Source: an optimization exercise on an open RTL-to-GDS flow (aim: small area). Production flows keep margins and buffers that such runs may drop.
Function was checked by simulation only, so behaviour that the tests miss may differ from the original.
Power is estimated from default activity; no workload was simulated.

--- flow/flow/run.sh ---
#!/bin/bash
# Own layout flow: the standard flow (standard.sh) with three changes:
#  - synthesis maps logic with an area-oriented ABC script (flow/area.abc);
#  - the port buffers that global placement inserts are buf_1 cells;
#  - clock tree synthesis uses smaller buffers and no dummy loads.
# Each tool's output is logged under orfs/logs/ (ORFS), plus make's output in
# flow_make.log here.
set -euo pipefail
W=$(pwd)
F=$W/flow
cat "$F/abc_hook.tcl" "$W/synth_recipe.tcl" > "$W/own_synth.tcl"
sed "s#SYNTH_SCRIPT=[^ ]*#SYNTH_SCRIPT=$W/own_synth.tcl#" "$W/standard.sh" > "$W/own_standard.sh"
grep -q "SYNTH_SCRIPT=$W/own_synth.tcl" "$W/own_standard.sh"
export MY_ABC_SCRIPT=$F/area.abc
export CTS_ARGS="-sink_clustering_enable -repair_clock_nets -dont_use_dummy_load -buf_list sky130_fd_sc_hd__clkbuf_16 -sink_clustering_size 24 -sink_clustering_max_diameter 80"
export BUFFER_PORTS_ARGS="-buffer_cell sky130_fd_sc_hd__buf_1"
bash "$W/own_standard.sh" > "$W/flow_make.log" 2>&1
--- flow/flow/abc_hook.tcl ---
proc abc {args} {
  set i [lsearch -exact $args -script]
  if {$i >= 0} { lset args [expr {$i + 1}] $::env(MY_ABC_SCRIPT) }
  yosys abc {*}$args
}
--- flow/flow/area.abc ---
&get -n
&st
&synch2 -K 8
&dch -f
&nf -R 1000 -p -C 32
&put
--- flow/standard.sh ---
#!/bin/bash
# synth_recipe.tcl (not shown) runs the flow's synth.tcl, then flattens the netlist and writes it again
# the make line also repeats each setting of config.mk as NAME=value (left out here)
make -C /OpenROAD-flow-scripts/flow DESIGN_CONFIG=/design/flow/config.mk WORK_HOME=/design/flow/orfs CLKGATE_MAP_FILE= SYNTH_SCRIPT=/design/flow/synth_recipe.tcl "${@:-finish}"
--- flow/config.mk ---
export PLATFORM = sky130hd
export DESIGN_NAME = column_pool_writer
export DESIGN_NICKNAME = column_pool_writer
export VERILOG_FILES = /design/flow/design.v
export SDC_FILE = /design/flow/constraint.sdc
export NUM_CORES = 4
export LEC_CHECK = 0
export CAP_MARGIN = 20
export CORE_AREA = 5 5 795 185
export DIE_AREA = 0 0 800 190
export PLACE_DENSITY = 0.85
export SLEW_MARGIN = 20
--- flow/constraint.sdc ---
create_clock -name core_clock -period 6.0 [get_ports {clk}]
set_input_delay 1.2000 -clock core_clock [delete_from_list [all_inputs] [get_ports {clk}]]
set_output_delay 1.2000 -clock core_clock [all_outputs]
set_load 0.01 [all_outputs]
--- flow/design.v ---
module column_pool_writer #(
    parameter int IMG_ROW = 54,
    parameter int SHIFT   = 4,
    parameter int ADDR_W  = 12
) (
    input  logic                    clk,
    input  logic                    reset,
    input  logic                    frame_start,
    input  logic [ADDR_W-1:0]       base_addr,
    input  logic                    pool_en,
    input  logic [IMG_ROW-1:0]      in_done,
    input  logic [IMG_ROW*16-1:0]   in_value,
    output logic                    wr_en,
    output logic [ADDR_W-1:0]       wr_addr,
    output logic [IMG_ROW*8-1:0]    wr_data,
    output logic                    busy,
    output logic                    overrun
);
    logic [IMG_ROW-1:0]        mask;
    logic [IMG_ROW-1:0][7:0]   acc_n;      
    logic [IMG_ROW-1:0][7:0]   acc_nxt;
    logic                      phase;
    logic                      pool_q;
    logic [ADDR_W-1:0]         addr_cnt;
    logic                      col_done;
    logic                      do_write;
    logic [IMG_ROW*8-1:0]      wr_data_n;
    logic                      no_write;
    function automatic logic fits(input logic [15:0] v);
        fits = (v[15:11] == 5'b11111) || (v[15:11] == 5'b00000);
    endfunction
    function automatic logic [7:0] quantize(input logic [15:0] v);
        quantize = fits(v) ? v[11:4] : {v[15], {7{!v[15]}}};
    endfunction
    function automatic logic qgt(input logic [15:0] v, input logic [7:0] b);
        logic g;
        g = 1'b1;
        for (int k = 0; k < 7; k++)
            g = (v[k+4] & !b[k]) | ((v[k+4] | !b[k]) & g);
        g = (!v[11] & b[7]) | ((!v[11] | b[7]) & g);
        qgt = fits(v) ? g : !v[15];
    endfunction
    assign col_done = &(mask | in_done);
    assign do_write = !frame_start && col_done && !(pool_q && !phase);
    assign busy     = (mask != '0) | phase;
    always_comb begin
        for (int i = 0; i < IMG_ROW; i++) begin
            acc_nxt[i] = ~acc_n[i];
            if (in_done[i] && !mask[i] && (!phase || qgt(in_value[i*16 +: 16], ~acc_n[i])))
                acc_nxt[i] = quantize(in_value[i*16 +: 16]);
        end
    end
    always_ff @(posedge clk) begin
        acc_n <= ~acc_nxt;
    end
    always_ff @(posedge clk or posedge reset) begin
        if (reset) begin
            mask    <= '0;
            overrun <= 1'b0;
        end else if (frame_start) begin
            mask    <= '0;
            overrun <= 1'b0;
        end else begin
            if ((in_done & mask) != '0)
                overrun <= 1'b1;
            mask <= col_done ? '0 : (mask | in_done);
        end
    end
    always_ff @(posedge clk) begin
        if (do_write)
            wr_data_n <= ~acc_nxt;
    end
    assign wr_data = ~wr_data_n & {(IMG_ROW*8){!no_write}};
    always_ff @(posedge clk or posedge reset) begin
        if (reset) begin
            phase    <= 1'b0;
            pool_q   <= 1'b0;
            addr_cnt <= '0;
            wr_en    <= 1'b0;
            wr_addr  <= '0;
            no_write <= 1'b1;
        end else begin
            wr_en <= do_write;
            if (frame_start) begin
                phase    <= 1'b0;
                pool_q   <= pool_en;
                addr_cnt <= base_addr;
            end else if (col_done) begin
                phase <= pool_q && !phase;
            end
            if (do_write) begin
                wr_addr  <= addr_cnt;
                addr_cnt <= addr_cnt + ADDR_W'(1);
                no_write <= 1'b0;
            end
        end
    end
endmodule
==> summary.txt, run 1 <==
Status:
- The flow ran to the end and the layout has no timing, DRC or antenna violations.

CTS:
- The CTS tree is yes.
- The clock net in this run drives a total of 947 sinks.
- The count of H-tree levels built during CTS is 2.
- The TritonCTS buffer count is 45.
- Clock-pin slew was measured on the worst setup and hold paths at 0.12 ns.
- After clock tree synthesis, the setup repair step added 0 buffers.
- The clock reaches the later pin of the worst-skew pair after 0.66 ns.
- The cell chosen for the clock root is sky130_fd_sc_hd__clkbuf_16.
- In this run, post-CTS hold repair placed 0 buffers.
- The number of buffers on the longest clock path is 3.
- The post-cts resize count is 0.

Timing:
- In this run the tightest slew margin relative to its limit is 22.1%.
- The post-route worst setup slack is 1.84 ns.
- Between clock sinks in the finished design, the worst skew comes to 0.0385 ns.
- The final clock period utilization by the worst path is 69.4%.
- The number of pins exceeding their max-slew limit in the final report came to 0.
- The post-route minimum period is 4.16 ns.
- The setup violation total in the final timing report is 0.
- At the pin with the least slew margin, the transition time is 1.16 ns.
- The final-report hold violation count is 0.
- The achievable clock frequency is 0.240 GHz.
- Setup repair after global routing left no endpoint under its margin.

Critical path:
- The largest fanout of any net on the critical path is 93.
- The arrival time of data at the critical path endpoint is 4.43 ns.
- The cell with the biggest individual delay on the critical path is sky130_fd_sc_hd__or4b_4.
- STA puts the critical path data required time at 6.27 ns.
- The timing startpoint of the critical path is in_done[25].
- The critical path goes through buf_1 -> nor2_1 -> nor4_1 -> nand4_1 -> or4b_4 -> nor3_4 -> buf_4 -> buf_12.
- For this run, the slowest stage of the critical path takes 0.57 ns.
- The element type at the critical path start is an input port.
- The worst setup path is of the input port to flip-flop kind.
- In this run the critical register-to-register path is launched from mask[34]$_DFF_PP0_.
- STA classifies the critical path endpoint as a flip-flop.

Detailed routing:
- The count of vias placed by the detailed router is 38256.
- The post-route antenna net violation count is 0.
- The first routing iteration left 5796 violations.
- The via density per instance is 5.71.
- Dividing the detail-routed wire length by the instance count gives 31.9 µm.
- The overall routed net length is 214000 µm.
- The detailed-route DRC error count is 0.
- Before antenna repair, the detailed router went through 9 iterations.

Placement:
- The placed standard-cell area is 45900 µm².
- The routability congestion estimate from global placement is 1.14.
- In this run the tool buffered the top-level ports with 1164 buffer cells.
- The wire-length estimate of the detail-placed layout is 177000 µm.
- OpenSTA, run right after detailed placement, puts the worst setup slack at 1.41 ns.
- The post-placement cell count is 6619.

GRT:
- In the global route stage, met1 resource usage came out at 37.5%.
- The initial antenna violation count is 81.
- For this run, global-route usage on met3 was measured as 9.12%.
- Entering global routing, the biggest net connects 142 pins.
- The via count of the first global-routing pass came to 33606.
- The most crowded layer after global routing is met2.
- The global-route usage over all layers is 26.6%.
- In the global route stage, met2 resource usage came out at 38.0%.
- The first global-routing pass estimated 281000 µm of wire.
- The leftover overflow at the end of global routing is 0.

Cells and area:
- The layout cell share with drive strength beyond 1 is 1.65%.
- Relative to the synthesized area, the layout overhead comes to 21.5%.
- The final layout contains 5663 nets.
- For this run, the number of standard cells in the final layout without fillers is 6699.
- After routing the design area is 47100 µm².

Pwr:
- The power density over cell area is 283 nW/µm².
- VDD sags by at most 0.277 mV.
- The leakage power of the design is 17.3 nW.

Logic synthesis:
- The most used flip-flop cell after synthesis is sky130_fd_sc_hd__edfxtp_1.
- After synthesis, flip-flops and latches occupy 61.1% of the total area.
- The post-synthesis net count is 4427.
- Synthesis inferred 947 register bits.
- The number of enable flip-flop cells after synthesis is 432.
- For this run, the number of Yosys warnings is 1.
- The unique cell type count in the Yosys netlist is 40.
- After synthesis, the share of flip-flops with an asynchronous set or reset is 8.76%.
- A synthesized cell averages 11.1 µm².
- The instance count of the mapped netlist is 3492.
- The area of the mapped netlist is 38800 µm².

Floorplan:
- The die extent in x is 800 µm.
- 1381 I/O pins were placed.
- The count of standard-cell rows is 66.
- The core area is 142000 µm².
- The die is 190 µm tall.
- The floorplan step defined a die boundary enclosing 152000 µm².
- Once the floorplan was initialized, standard cells occupied 27.4% of the core.

Hold path:
- The class of the tightest hold or removal check is input port to asynchronous set/reset pin.

Job:
- Max-cap violations in this run came to 0.
synthesized netlist by cell type (2+ instances only):
cell type	n	share of area [%]
sky130_fd_sc_hd__a211oi_1	383	7.4
sky130_fd_sc_hd__nand3b_1	54	1.0
sky130_fd_sc_hd__o21ai_0	168	2.2
sky130_fd_sc_hd__a21oi_1	110	1.4
sky130_fd_sc_hd__dfxtp_1	432	22
sky130_fd_sc_hd__nor3_1	7	0.090
sky130_fd_sc_hd__xor2_1	2	0.045
sky130_fd_sc_hd__mux2_1	9	0.26
sky130_fd_sc_hd__edfxtp_1	432	33
sky130_fd_sc_hd__a21o_1	378	7.3
sky130_fd_sc_hd__nor3b_1	2	0.039
sky130_fd_sc_hd__a311oi_1	3	0.068
sky130_fd_sc_hd__nor4_1	92	1.5
sky130_fd_sc_hd__nand2_1	241	2.3
sky130_fd_sc_hd__xnor2_1	2	0.045
sky130_fd_sc_hd__nand3_1	4	0.052
sky130_fd_sc_hd__a22oi_1	63	1.2
sky130_fd_sc_hd__a31oi_1	2	0.032
sky130_fd_sc_hd__a222oi_1	11	0.28
sky130_fd_sc_hd__nor2b_1	4	0.065
sky130_fd_sc_hd__dfrtp_1	82	5.3
sky130_fd_sc_hd__o211ai_1	54	1.0
sky130_fd_sc_hd__a221oi_1	54	1.2
sky130_fd_sc_hd__nand4_1	67	1.1
sky130_fd_sc_hd__o22ai_1	162	2.6
sky130_fd_sc_hd__nor2_1	603	5.8
sky130_fd_sc_hd__or4_1	3	0.058
sky130_fd_sc_hd__clkinv_1	3	0.029
sky130_fd_sc_hd__a311o_1	54	1.4
worst max-delay path, delay by kind of cell:
kind	cells	cell delay [ns]
and+or+nand+nor	5	1.63
buffers and inverters	3	1.47
cells in the final DEF (no fill, tap or decap), drive strengths merged, types with 3 or more instances in the layout:
cell type and n:
or4 3, nand3 4, o211ai 54, nand4 67
a22oi 63, a211oi 383, edfxtp 432, nand3b 54
a21o 378, a21oi 110, nand2 241, a221oi 54
a311oi 3, nor4 92, mux2 9, o22ai 162
a311o 54, diode 35, clkbuf 45, dfrtp 82
dfxtp 432, nor3 7, nor2b 4, buf 1189
o21ai 168, nor2 603, a222oi 11
sequential cells by signal, summed over array words and instances (netlist names):
name	count
mask	54
addr_cnt	12
wr_en	1
wr_data_n	432
pool_q	1
acc_n	432
no_write	1
wr_addr	12
phase	1
overrun	1
final timing paths:
kind	slack, ns	cells past startpoint	end
min in group core_clock	0.49	1	acc_n[104]$_DFF_P_
worst min-delay path	0.39	2	wr_en$_DFF_PP0_
max in group asynchronous	4.63	3	mask[13]$_DFF_PP0_
worst max register to register	2.23	7	wr_data_n[323]$_DFFE_PP_
worst max-delay path	1.84	8	wr_data_n[323]$_DFFE_PP_
worst min register to register	0.49	1	acc_n[104]$_DFF_P_
kinds of logic after synthesis:
kind of cell | synth area share [%]
compound gates | 26.3
xor+xnor | 0.0904
fa+ha+maj | 0.0323
buf+inv | 0.0290
flops | 61.1
mux | 0.287
simple gates | 12.2
power by group:
group          switching, W  total [W]  internal (W)
logic               0.00134    0.00208      0.000741
registers          0.000409    0.00773       0.00732
clock network       0.00220    0.00355       0.00135
final cells by class:
class	count	area [µm²]
repair buffers	1189	4660
flip-flops and latches	947	23700
fillers	14554	94700
multi-input cells	2542	15100
clock buffers	45	1130
inverters	3	13.8
diodes	35	87.6
well taps	1938	2420
through the flow:
| step | utilization, % | power [W] | hold WS, ns | TNS, ns |
|---|---|---|---|---|
| global route | 33.2 | 0.0138 | 0.369 | 0 |
| floorplan | - | 0.00882 | 0.443 | -3323.16 |
| global placement | 32.4 | 0.00978 | 0.456 | 0 |
| CTS | 33.2 | 0.0132 | 0.373 | 0 |
| detailed placement | 32.4 | 0.00982 | 0.464 | 0 |
| finish | 33.2 | 0.0134 | 0.393 | 0 |
routing by layer:
layer	routed length, µm	up-vias
li1	-	16396
met1	90100	19131
met2	88300	2332
met3	26700	385
met4	8410	12
met5	75	-
==> inputs of run 2 (changes only) <==
--- a/flow/config.mk
+++ b/flow/config.mk
@@ -8,5 +8,4 @@
 export CAP_MARGIN = 20
-export CORE_AREA = 5 5 795 185
-export DIE_AREA = 0 0 800 190
-export PLACE_DENSITY = 0.85
+export CORE_AREA = 5 5 945 155
+export DIE_AREA = 0 0 950 160
 export SLEW_MARGIN = 20
==> run 2 against run 1 <==
Against the previous run:
- register-to-register slack got worse by 0.26 ns
- sequential share of layout area fell by 0.19 points
- power fell by 3.5%
- maximum frequency fell by 3.4%
- still clean on timing, DRC and antenna
- largest power group unchanged
- die area did not move
- global-route usage fell by 8.8 points
- first-iteration DRC count fell by 40%
- combinational power fell by 17%
- area after synthesis did not move
- flip-flop and latch count did not move
==> summary.txt, run 2 <==
Detailed routing:
- The pre-antenna-repair detailed-routing pass consisted of 5 iterations.
- The highest layer used for signal routing is met5.
- The count of vias placed by the detailed router is 35164.
- The routed design has 145000 µm of wire.
- Summed over all nets, wire length on met3 after detailed routing comes to 8700 µm.
- The via density per instance is 5.27.
- The count of routing violations after the opening detailed-route iteration is 3477.
- After detailed routing, the wire length on met1 is 61300 µm.
- Once detail routing completed, the nets flagged for antenna violations numbered 0.
- The detailed-route DRC error count is 0.
- After detailed routing, the average wire length per cell comes to 21.7 µm.
- The routed design uses 71000 µm of met2 wire.

GRT:
- The global-route usage over all layers is 17.8%.
- The via count of the first global-routing pass came to 32949.
- The leftover overflow at the end of global routing is 0.
- Entering global routing, the biggest net connects 93 pins.
- The first global-routing pass estimated 210000 µm of wire.
- The initial antenna violation count is 43.

Timing:
- The post-route worst setup slack is 1.69 ns.
- The setup violation total in the final timing report is 0.
- The slew at the pin closest to its max-slew limit is 0.993 ns.
- The post-route minimum period is 4.31 ns.
- On the final layout, the worst clock skew is 0.0589 ns.
- The relative max-transition margin is 33.6%.
- The number of pins exceeding their max-slew limit in the final report is 0.
- Setup repair after global routing left no endpoint under its margin.
- Based on the critical path, the design can be clocked at up to 0.232 GHz.
- The final-report hold violation count is 0.
- The final clock period utilization by the worst path is 71.8%.

Logic synthesis:
- The Yosys warning count is 1.
- The fraction of registers with async set or reset after synthesis is 8.76%.
- The predominant post-synthesis flop cell is sky130_fd_sc_hd__edfxtp_1.
- The cell area that synthesis handed to floorplanning was 38800 µm².
- A synthesized cell averages 11.1 µm².
- The commonest cells after synthesis are 603 x sky130_fd_sc_hd__nor2_1, 432 x sky130_fd_sc_hd__dfxtp_1, 432 x sky130_fd_sc_hd__edfxtp_1, 383 x sky130_fd_sc_hd__a211oi_1, 378 x sky130_fd_sc_hd__a21o_1.
- The share of synthesized area occupied by flip-flops and latches is 61.1%.
- In the post-synthesis netlist, the cell with the most instances is sky130_fd_sc_hd__nor2_1.
- The share of Yosys cell area claimed by the top area cell type is 33.4%.
- In the post-synthesis netlist, the biggest area contributors are sky130_fd_sc_hd__edfxtp_1 33%, sky130_fd_sc_hd__dfxtp_1 22%, sky130_fd_sc_hd__a211oi_1 7.4%.
- The number of enable flip-flop cells after synthesis is 432.
- Summed over all instances, the cell type with the most area after synthesis is sky130_fd_sc_hd__edfxtp_1.
- Synthesis handed over a netlist of 3492 instances.
- The unique cell type count in the Yosys netlist is 40.
- The synthesized design contains 947 register bits.
- The post-synthesis net count is 4427.

Cells and area:
- The library cells used most frequently in the layout, excluding fill and tap cells, are 1164 x sky130_fd_sc_hd__buf_1, 602 x sky130_fd_sc_hd__nor2_1, 432 x sky130_fd_sc_hd__dfxtp_1, 432 x sky130_fd_sc_hd__edfxtp_1, 383 x sky130_fd_sc_hd__a211oi_1.
- The filler-free cell count of the finished design is 6678.
- The layout has 14292 filler cells.
- Measured on the finished design, the core utilization comes to 34.3%.
- In the final layout, the share of cells above drive strength 1 is 2.09%.
- Summing all multi-input logic gate instances after layout gives 15100 µm².
- In the final layout, the registers with the most flip-flops are acc_n x432, wr_data_n x432, mask x54.
- Leaving out fill and tap cells, the most frequent cell in the layout is sky130_fd_sc_hd__buf_1.
- Relative to the synthesized area, the layout overhead comes to 22.0%.
- Summing all flip-flop and latch instances after layout gives 23700 µm².
- The number of nets in the layout is 5683.

Critical path:
- The slowest stage of the critical path is the sky130_fd_sc_hd__nor3_4 cell.
- The element type at the critical path start is an input port.
- By startpoint and endpoint, the worst setup path is classified as input port to flip-flop.
- The stage delay of the slowest cell on the critical path is 0.85 ns.
- STA classifies the critical path endpoint as a flip-flop.
- Data on the critical path arrives at its endpoint at 4.59 ns.
- By instance count, the cell type seen most on the critical path is sky130_fd_sc_hd__buf_12.
- Traced cell by cell, the critical path runs through buf_1 -> nor2_1 -> nor4_1 -> nand4_1 -> or4b_4 -> nor3_4 -> buf_12 -> buf_12.
- At the worst endpoint, the required time is 6.28 ns.
- In this run the worst path has a maximum fanout of 34.

Placement:
- The congestion estimate from routability-driven global placement came to 0.916.
- The post-placement cell count is 6604.
- Port buffering added 1164 buffers.
- Timing analysis after detailed placement gives a worst setup slack of 1.20 ns.
- Detailed placement finished with a half-perimeter wire length of 113000 µm.

Hold path:
- The class of the tightest hold or removal check is input port to asynchronous set/reset pin.

CTS:
- The setup fix buffers added after clock tree synthesis is 0.
- No sink is reached through more buffers than the 3 on the longest clock path.
- The hold buffer count at cts is 0.
- The H-tree was split into 2 levels.
- Clock-pin slew was measured on the worst setup and hold paths at 0.10 ns.
- The CTS tree is yes.
- At the later pin of the worst-skew pair, clock insertion delay measures 0.65 ns.
- The total clock sinks is 947.
- The cell chosen for the clock root is sky130_fd_sc_hd__clkbuf_16.
- TritonCTS created 45 clock buffers.
- Post-CTS repair changed the size of 0 cells.

Pwr:
- The total power after layout is 0.0129 W.
- The power density over cell area is 272 nW/µm².
- The largest voltage drop on the vdd net is 0.204 mV.
- The leakage power of the design is 17.4 nW.

Floorplan:
- The starting density of the core is 28.1%.
- The floorplan step defined a die boundary enclosing 152000 µm².
- The count of standard-cell rows is 54.
- The floorplan step set the die height to 160 µm.
- The core area is 138000 µm².
- In this run the count of I/O pins placed on the die edge is 1381.
- The floorplan step set the die width to 950 µm.

Job:
- Max-cap violations in this run came to 0.

Status:
- The run finished with no timing, DRC or antenna violations.
-- run 2: cell counts after synthesis --
Identical to the previous run, type by type.
-- run 2: cell type report --
class                   instances  share of cell area, %
flip-flops and latches        947                   50.1
multi-input cells            2542                   31.9
repair buffers               1209                   10.3
well taps                    1904                   5.04
clock buffers                  45                   2.38
diodes                         28                  0.148
inverters                       3                 0.0317
-- run 2: metrics by stage --
stage                     instance area (µm²)  setup TNS [ns]  hold WS [ns]
after floorplan                         38800        -3323.16         0.443
after global placement                  46100               0         0.456
after detailed placement                46100               0         0.462
after CTS                               47200               0         0.454
after global routing                    47300               0         0.473
final                                   47300               0         0.480
-- run 2: worst max-delay path, delay by kind of cell --
kind / cells / cell delay, ns
AND/OR/NAND/NOR: 5 / 2.41
buffers and inverters: 3 / 0.91
-- run 2: path summary, 6_finish.rpt --
path                                     from                  endpoint  slack [ns]  depth (start not counted)
setup / recovery                   in_done[5]  wr_data_n[417]$_DFFE_PP_        1.69                          8
hold / removal                          reset    wr_addr[9]$_DFFE_PP0P_        0.48                          2
setup reg to reg            mask[5]$_DFF_PP0_  wr_data_n[417]$_DFFE_PP_        1.97                          7
hold reg to reg            acc_n[256]$_DFF_P_        acc_n[256]$_DFF_P_        0.48                          1
max in group asynchronous               reset        mask[13]$_DFF_PP0_        4.36                          3
min in group core_clock    acc_n[256]$_DFF_P_        acc_n[256]$_DFF_P_        0.48                          1
-- run 2: cell families after synthesis --
group                    after synthesis  synth area share [%]
buffers and inverters                  3                0.0290
flip-flops                           947                  61.1
adder cells (fa/ha/maj)                1                0.0323
multiplexers                          10                 0.287
AO/OA/AOI/OAI                       1446                  26.3
AND/OR/NAND/NOR                     1081                  12.2
XOR/XNOR                               4                0.0904
-- run 2: per-layer routing --
metal | GRT usage (%) | vias to the layer above
met4 | 5.08 | 2
met3 | 2.95 | 215
li1 | - | 16455
met5 | 0 | -
met1 | 23.3 | 17380
met2 | 30.6 | 1112
-- run 2: where the power goes --
group	leakage (nW)	internal [W]	switching, W	total (W)
registers	8.59	0.00732	0.000407	0.00772
logic	8.25	0.000733	0.000987	0.00172
clock network	0.555	0.00135	0.00209	0.00344
total	17.4	0.00940	0.00349	0.0129
==> inputs of run 3 (changes only) <==
==> flow/run.sh (new file) <==
#!/bin/bash
# synth_recipe.tcl (not shown) runs the flow's synth.tcl, then flattens the netlist and writes it again
# the make line also repeats each setting of config.mk as NAME=value (left out here)
make -C /OpenROAD-flow-scripts/flow DESIGN_CONFIG=/design/flow/config.mk WORK_HOME=/design/flow/orfs CLKGATE_MAP_FILE= SYNTH_SCRIPT=/design/flow/synth_recipe.tcl finish
--- a/flow/config.mk
+++ b/flow/config.mk
@@ -8,4 +8,7 @@
 export CAP_MARGIN = 20
-export CORE_AREA = 5 5 945 155
-export DIE_AREA = 0 0 950 160
+export CORE_AREA = 5 5 795 185
+export CTS_BUF_LIST = sky130_fd_sc_hd__clkbuf_16
+export CTS_CLUSTER_DIAMETER = 80
+export CTS_CLUSTER_SIZE = 24
+export DIE_AREA = 0 0 800 190
 export SLEW_MARGIN = 20
removed: flow/flow/run.sh
removed: flow/flow/abc_hook.tcl
removed: flow/flow/area.abc
removed: flow/standard.sh
==> run 3 against run 2 <==
Against the previous run:
- register-to-register slack improved by 0.36 ns
- sequential power rose by 2%
- synthesized cell count rose by 31%
- flip-flop and latch count did not move
- power rose by 10%
- cell count rose by 15%
- hold slack improved by 0.015 ns
- highest routed layer is now met4
==> summary.txt, run 3 <==
Pwr:
- The leakage power of the design is 21.6 nW.
- Across the VDD grid, the largest voltage drop is 0.185 mV.
- In this run the power density over the cells is 235 nW/µm².
- The total power after layout is 0.0142 W.

Detailed routing:
- The routed design has 191000 µm of wire.
- In this run, the number of DRC markers left after iteration 0 of detailed routing was 4051.
- The post-route antenna net violation count is 0.
- The via density per instance is 5.55.
- The first TritonRoute pass finished after 6 iterations.
- Dividing the detail-routed wire length by the instance count gives 24.9 µm.
- The detailed-route DRC error count is 0.
- Summing over every cut layer, the via total after detailed routing is 42690.

Logic synthesis:
- In the synthesized netlist the async set-or-reset flop fraction comes to 8.76%.
- The area of the mapped netlist is 45000 µm².
- After synthesis, the cell types taking the most area are sky130_fd_sc_hd__edfxtp_1 29%, sky130_fd_sc_hd__dfxtp_1 19%, sky130_fd_sc_hd__nor2_1 6.1%.
- The most repeated cell in the gate-level netlist after synthesis is sky130_fd_sc_hd__nor2_1.
- The number of enable flip-flop cells after synthesis is 432.
- The synthesis-stage register bit count is 947.
- The instance count of the mapped netlist is 4564.
- Counting instances in the post-synthesis netlist gives the leading cell types as 736 x sky130_fd_sc_hd__nor2_1, 432 x sky130_fd_sc_hd__dfxtp_1, 432 x sky130_fd_sc_hd__edfxtp_1, 350 x sky130_fd_sc_hd__nand2_1, 328 x sky130_fd_sc_hd__a21oi_1.
- After synthesis, flip-flops and latches occupy 52.7% of the total area.
- Among all flip-flop cells after synthesis, the most frequent one is sky130_fd_sc_hd__edfxtp_1.
- Counting every net in the synthesized netlist gives 5499.
- Yosys mapped the design onto 86 distinct sky130hd cell types.
- The synthesized design devotes to its leading area cell type 28.8% of total area.
- For this run, the number of Yosys warnings is 1.
- The largest total area in the synthesized netlist belongs to sky130_fd_sc_hd__edfxtp_1.
- The per-instance average area after synthesis is 9.85 µm².

Cells and area:
- The area overhead of the layout relative to synthesis is 34.4%.
- The largest registers in the layout are acc_n x432, wr_data_n x432, mask x54.
- The area of all placed cells without fillers is 60500 µm².
- The final-layout fill cell count is 13694.
- The number of nets in the layout is 6624.
- The register area is 23700 µm².
- Excluding fillers, the count of instances in the completed layout stands at 7695.
- The multi-input combinational cell area is 20400 µm².
- The most frequent standard cell in the layout excluding fill and tap cells is sky130_fd_sc_hd__clkdlybuf4s50_1.
- The top cell types in the final layout, fill and taps aside, are 1164 x sky130_fd_sc_hd__clkdlybuf4s50_1, 735 x sky130_fd_sc_hd__nor2_1, 432 x sky130_fd_sc_hd__dfxtp_1, 432 x sky130_fd_sc_hd__edfxtp_1, 350 x sky130_fd_sc_hd__nand2_1.
- The layout cell share with drive strength beyond 1 is 4.09%.

Floorplan:
- The count of standard-cell rows is 66.
- The die extent in x is 800 µm.
- The total area inside the core boundary comes to 142000 µm².
- The starting density of the core is 31.7%.
- The die covers 152000 µm².
- The floorplan die height is 190 µm.
- In this run the count of I/O pins placed on the die edge is 1381.

GRT:
- Summed over all layers, the global routing overflow is 0.
- The via count of the first global-routing pass is 39303.
- The first global-routing pass estimated 272000 µm of wire.
- The pin count of the biggest net entering global routing is 106.
- The initial antenna violation count is 31.
- Global routing used 23.9% of the available tracks.

Placement:
- Including well taps, the total number of placed cells is 7577.
- The placed standard-cell area is 59100 µm².
- Input and output buffers added on the ports amount to 1164.
- The half-perimeter wire length of the detailed placement result is 151000 µm.
- The routability congestion estimate from global placement is 0.930.

Critical path:
- In this run the critical register-to-register path is launched from phase$_DFFE_PP0P_.
- The largest fanout of any net on the critical path is 50.
- In this run the register-to-register setup slack is 2.33 ns.
- The path type of the worst setup path is flip-flop to primary output.
- The endpoint identified for the worst register-to-register timing path is wr_data_n[341]$_DFFE_PP_.
- Counting cells, the worst reg-to-reg path comes to 6.
- The worst setup path is captured at a primary output.
- Data on the critical path is required at its endpoint by 4.80 ns.
- The worst setup path is launched from a flip-flop.
- The arrival time of data at the critical path endpoint is 3.01 ns.

Timing:
- The final-report hold violation count is 0.
- Setup repair after global routing left no endpoint under its margin.
- Dividing the final minimum period by the clock period gives 70.2%.
- The setup TNS after final layout is 0 ns.
- The relative max-transition margin is 18.2%.
- The setup violation total in the final timing report is 0.
- After layout, the minimum clock period comes to 4.21 ns.
- On the final layout, the worst clock skew is 0.0428 ns.
- The number of pins exceeding their max-slew limit in the final report was 0.
- The slew at the pin closest to its max-slew limit is 1.21 ns.
- The achievable clock frequency is 0.238 GHz.
- The tightest hold path in the finished design has a slack of 0.495 ns.

CTS:
- Buffers inserted during clock tree synthesis total 45.
- The count of H-tree levels built during CTS is 2.
- After clock tree synthesis, the clock-pin slew on the worst setup and hold paths is 0.10 ns.
- The hold buffer count at cts is 0.
- TritonCTS built the clock tree.
- The post-cts resize count is 0.
- CTS saw 947 sinks.
- The cell chosen for the clock root is sky130_fd_sc_hd__clkbuf_16.
- In this run the post-CTS setup repair buffer count came out at 0.
- The clock passes through at most 3 buffers.
- At the later pin of the worst-skew pair, clock insertion delay measures 0.66 ns.

Hold path:
- The startpoint of the tightest hold check path is wr_addr[11]$_DFFE_PP0P_.
- The worst hold path belongs to the class flip-flop to flip-flop.
- The hold-critical path depth is 1.
- The sink of the worst hold path is wr_addr[11]$_DFFE_PP0P_.

Status:
- The flow ran to the end and the layout has no timing, DRC or antenna violations.

Job:
- Max-cap violations in this run came to 0.
## run 3: cell type report
cell class	count	area share [%]
antenna	34	0.141
clock buffer	45	1.86
clock inverter	36	0.244
inverter	94	0.588
multi-input combinational	3382	33.8
sequential	947	39.2
tap	1938	4.01
timing repair buffer	1219	20.2
## run 3: per-layer routing
metal | wire length (µm) | track usage, % | part of all wire, % | vias up
met5 | 0 | 0 | 0 | -
met4 | 5630 | 7.08 | 2.9 | 0
met3 | 10100 | 3.13 | 5.3 | 238
met2 | 92300 | 40.3 | 48 | 1363
met1 | 83400 | 32.2 | 44 | 21377
li1 | - | - | - | 19712
## run 3: worst max-delay path by stage
stage | startpoint | end | cells past startpoint
after floorplan | in_done[27] | wr_addr[0]$_DFFE_PP0P_ | 7
after global placement | in_done[47] | wr_addr[9]$_DFFE_PP0P_ | 9
after detailed placement | in_value[91] | wr_data_n[46]$_DFFE_PP_ | 7
after CTS | no_write$_DFFE_PP1P_ | wr_data[151] | 3
after global routing | no_write$_DFFE_PP1P_ | wr_data[151] | 3
final | phase$_DFFE_PP0P_ | busy | 4
## run 3: metrics by stage
stage | util [%] | worst slack, ns
4_1_cts | 42.6 | 1.71
2_1_floorplan | - | 0.210
5_1_grt | 42.6 | 1.64
3_3_place_gp | 41.7 | 1.29
6_report | 42.6 | 1.79
3_5_place_dp | 41.7 | 1.28
## run 3: logic make-up (layout without fill, tap and decap cells)
kind of cell	after synthesis	count (layout)	share of synthesized area, %
AO/OA/AOI/OAI	1416	1416	21.3
XOR/XNOR	11	11	0.214
adder cells (fa/ha/maj)	25	25	0.562
buffers and inverters	235	1394	1.98
flip-flops	947	947	52.7
multiplexers	248	248	6.25
other	0	34	0
AND/OR/NAND/NOR	1682	1682	17.0
## run 3: report_power, final
part / switching [W] / internal [W]
clock network: 0.00225 / 0.00139
registers: 0.000478 / 0.00738
logic: 0.00139 / 0.00129
## run 3: worst max-delay path: stages, from the launching register on
cell	delay, ns
sky130_fd_sc_hd__dfrtp_4	0.79
sky130_fd_sc_hd__nor4_1	0.38
sky130_fd_sc_hd__nand4_1	0.14
sky130_fd_sc_hd__or4_1	0.51
sky130_fd_sc_hd__clkdlybuf4s50_1	0.53

## port drivers added, routing unchanged
No port has a modelled driver above. Below, the same layouts with a new extraction and two added sets of constraints.
Step 1 (the two cells are an assumption about what drives the block):
set clk [get_ports {clk}]
set_driving_cell -lib_cell sky130_fd_sc_hd__clkbuf_16 $clk
set_driving_cell -lib_cell sky130_fd_sc_hd__buf_2 [delete_from_list [all_inputs] $clk]
Step 2 also shifts input and output timing later by t, the mid clock arrival at the registers, as if the neighbouring blocks saw the same clock.
Three values: ideal ports, drivers, drivers and shift; two values: the first two.
run	shift t [ns]	setup slack, ns	worst data-port slew with drivers (ns)
run 1	0.726	1.837 / 1.771 / 1.165	0.27
run 2	0.691	1.690 / 1.731 / 1.040	0.16
run 3	0.714	1.790 / 1.712 / 1.165	0.14
After both steps every run listed still meets setup and hold. The setup slack of run 1, which loses most, moves by -0.066 ns with the drivers and by -0.672 ns with both steps.
